This design comes from an exercise in tuning for small area on the open sky130 flow, not from production work. At most, simulation tests tie the RTL to the original design; equivalence was not proved. No activity file was given, so power comes from the tool's default toggle rates.

==> module axil_slave, before the edit <==
module axil_slave (
    input  logic        S_AXI_LITE_ACLK,
    input  logic        rst,
    input  logic        awvalid,
    output logic        awready,
    input  logic        wvalid,
    output logic        bvalid,
    input  logic        bready,
    input  logic        arvalid,
    output logic        arready,
    output logic        rvalid,
    input  logic        rready,
    output logic        bus_wr_en,
    output logic        bus_rd_en
);
    logic aw_en;
    logic wr_accept;
    logic rd_accept;
    assign wr_accept = ~awready && awvalid && wvalid && aw_en;
    assign rd_accept = ~arready && arvalid && ~rvalid;
    assign bus_wr_en = awready && awvalid && wvalid;
    assign bus_rd_en = arready && arvalid;
    always_ff @(posedge S_AXI_LITE_ACLK) begin
        if (rst) begin
            awready <= 1'b0;
            aw_en   <= 1'b1;
            bvalid  <= 1'b0;
            arready <= 1'b0;
            rvalid  <= 1'b0;
        end else begin
            awready <= wr_accept;
            if (wr_accept)
                aw_en <= 1'b0;
            else if (bready && bvalid)
                aw_en <= 1'b1;
            if (bus_wr_en)
                bvalid <= 1'b1;
            else if (bready)
                bvalid <= 1'b0;
            arready <= rd_accept;
            if (bus_rd_en)
                rvalid <= 1'b1;
            else if (rready)
                rvalid <= 1'b0;
        end
    end
endmodule
==> flow/config.mk <==
export PLATFORM = sky130hd
export DESIGN_NAME = axi_adxl345
export DESIGN_NICKNAME = axi_adxl345
export VERILOG_FILES = /design/flow/design.v
export SDC_FILE = /design/flow/constraint.sdc
export NUM_CORES = 4
export LEC_CHECK = 0
export ABC_AREA = 1
export CAP_MARGIN = 20
export CORE_MARGIN = 2
export CORE_UTILIZATION = 50
export GPL_TIMING_DRIVEN = 0
export SLEW_MARGIN = 20
==> flow/constraint.sdc <==
create_clock -name core_clock -period 10.0 [get_ports {S_AXI_LITE_ACLK}]
set_input_delay 2.0000 -clock core_clock [delete_from_list [all_inputs] [get_ports {S_AXI_LITE_ACLK}]]
set_output_delay 2.0000 -clock core_clock [all_outputs]
set_load 0.01 [all_outputs]
standard.sh (not shown) runs the stock make flow with config.mk's settings and CLKGATE_MAP_FILE= SYNTH_SCRIPT=/design/flow/synth_recipe.tcl, a recipe that flattens the netlist after the stock synthesis.
==> flow/flow/run.sh <==
#!/bin/bash
# Standard synthesis, then ABC re-maps its combinational logic for area
# (registers untouched), then the standard layout with small port buffers and
# a clock tree without dummy loads. Each tool's output goes to its own log.
set -euo pipefail
W=$(pwd)
R=$W/orfs/results/$FLOW_PLATFORM/axi_adxl345/base
LIB=$FLOW_HOME/platforms/$FLOW_PLATFORM/lib/sky130_fd_sc_hd__tt_025C_1v80.lib
YOSYS=$(command -v yosys || echo "$FLOW_HOME/../tools/install/yosys/bin/yosys")

bash standard.sh synth > "$W/log_1_standard_synth.log" 2>&1
cp "$R/1_2_yosys.v" "$W/standard_netlist.v"

python3 "$W/flow/comb_lib.py" "$LIB" "$W/comb.lib" > "$W/log_2_comb_lib.log" 2>&1
sed -e "s#@LIB@#$LIB#g" -e "s#@COMB@#$W/comb.lib#g" -e "s#@IN@#$W/standard_netlist.v#g" \
    -e "s#@OUT@#$W/remap.v#g" -e "s#@TOP@#$FLOW_TOP#g" -e "s#@ABC@#$W/flow/abc_area.script#g" "$W/flow/remap.ys" > "$W/remap_run.ys"
"$YOSYS" -l "$W/log_3_remap.log" -q "$W/remap_run.ys" > /dev/null 2>&1
rm -f "$W/comb.lib"
cp "$W/remap.v" "$R/1_2_yosys.v"

bash standard.sh \
    BUFFER_PORTS_ARGS="-buffer_cell sky130_fd_sc_hd__buf_1" \
    CTS_ARGS="$(cat "$W/flow/cts_args")" \
    finish > "$W/log_4_standard_layout.log" 2>&1
Other scripts of this flow, unchanged in this note and not shown: flow/flow/abc_area.script, flow/flow/comb_lib.py, flow/flow/cts_args, flow/flow/remap.ys
Next try:
--- a/flow/design.v
+++ b/flow/design.v
@@ -28,30 +28,24 @@
     output logic        rvalid,
     input  logic        rready,
     output logic        bus_wr_en,
     output logic        bus_rd_en
 );
-    logic aw_en;
     logic wr_accept;
     logic rd_accept;
-    assign wr_accept = ~awready && awvalid && wvalid && aw_en;
+    assign wr_accept = ~awready && ~bvalid && awvalid && wvalid;
     assign rd_accept = ~arready && arvalid && ~rvalid;
     assign bus_wr_en = awready && awvalid && wvalid;
     assign bus_rd_en = arready && arvalid;
     always_ff @(posedge S_AXI_LITE_ACLK) begin
         if (rst) begin
             awready <= 1'b0;
-            aw_en   <= 1'b1;
             bvalid  <= 1'b0;
             arready <= 1'b0;
             rvalid  <= 1'b0;
         end else begin
             awready <= wr_accept;
-            if (wr_accept)
-                aw_en <= 1'b0;
-            else if (bready && bvalid)
-                aw_en <= 1'b1;
             if (bus_wr_en)
                 bvalid <= 1'b1;
             else if (bready)
                 bvalid <= 1'b0;
             arready <= rd_accept;
Count of clock-buffer cells in the layout is unchanged.
Via count goes up by 1.0%.
Total power shrinks by 0.79%.
Non-clock buffer count rises by 3.
Register-to-register slack got worse by 0.06 ns.
Sequential share of layout area stays flat.
Wire length grows by 1.4%.
No functional check of the RTL was part of the first run of this note.

[afterwards: timing with drivers on the ports]
How much do the figures lean on ideal ports? The routed layouts below were timed once more, with nothing changed but the port constraints.
Step 1 sets driving cells, clkbuf_16 on the clock port and buf_2 on the other inputs (assumed; they add their load-dependent delay and slew).
Step 2 adds t to the input delays and takes it off the output delays; t is the mean of the earliest and latest rising clock arrival at the registers after step 1. Input paths then give back, and output paths get back, about the clock's delay inside the block.
a / b / c = ideal / step 1 / step 2; a / b = the first two.
run	t (ns)	setup WS [ns]	worst hold slack (ns)	worst setup path after step 2	worst data-port slew with drivers (ns)
the first run	0.647	4.886 / 4.928 / 4.282	0.440 / 0.440 / 0.440	input to register	0.08
the second run	0.649	4.738 / 4.777 / 4.128	0.443 / 0.443 / 0.443	input to register	0.09
After both steps every run listed still meets setup and hold. For the second run, which loses most, drivers alone change the setup slack by +0.039 ns; drivers and shift together by -0.610 ns.
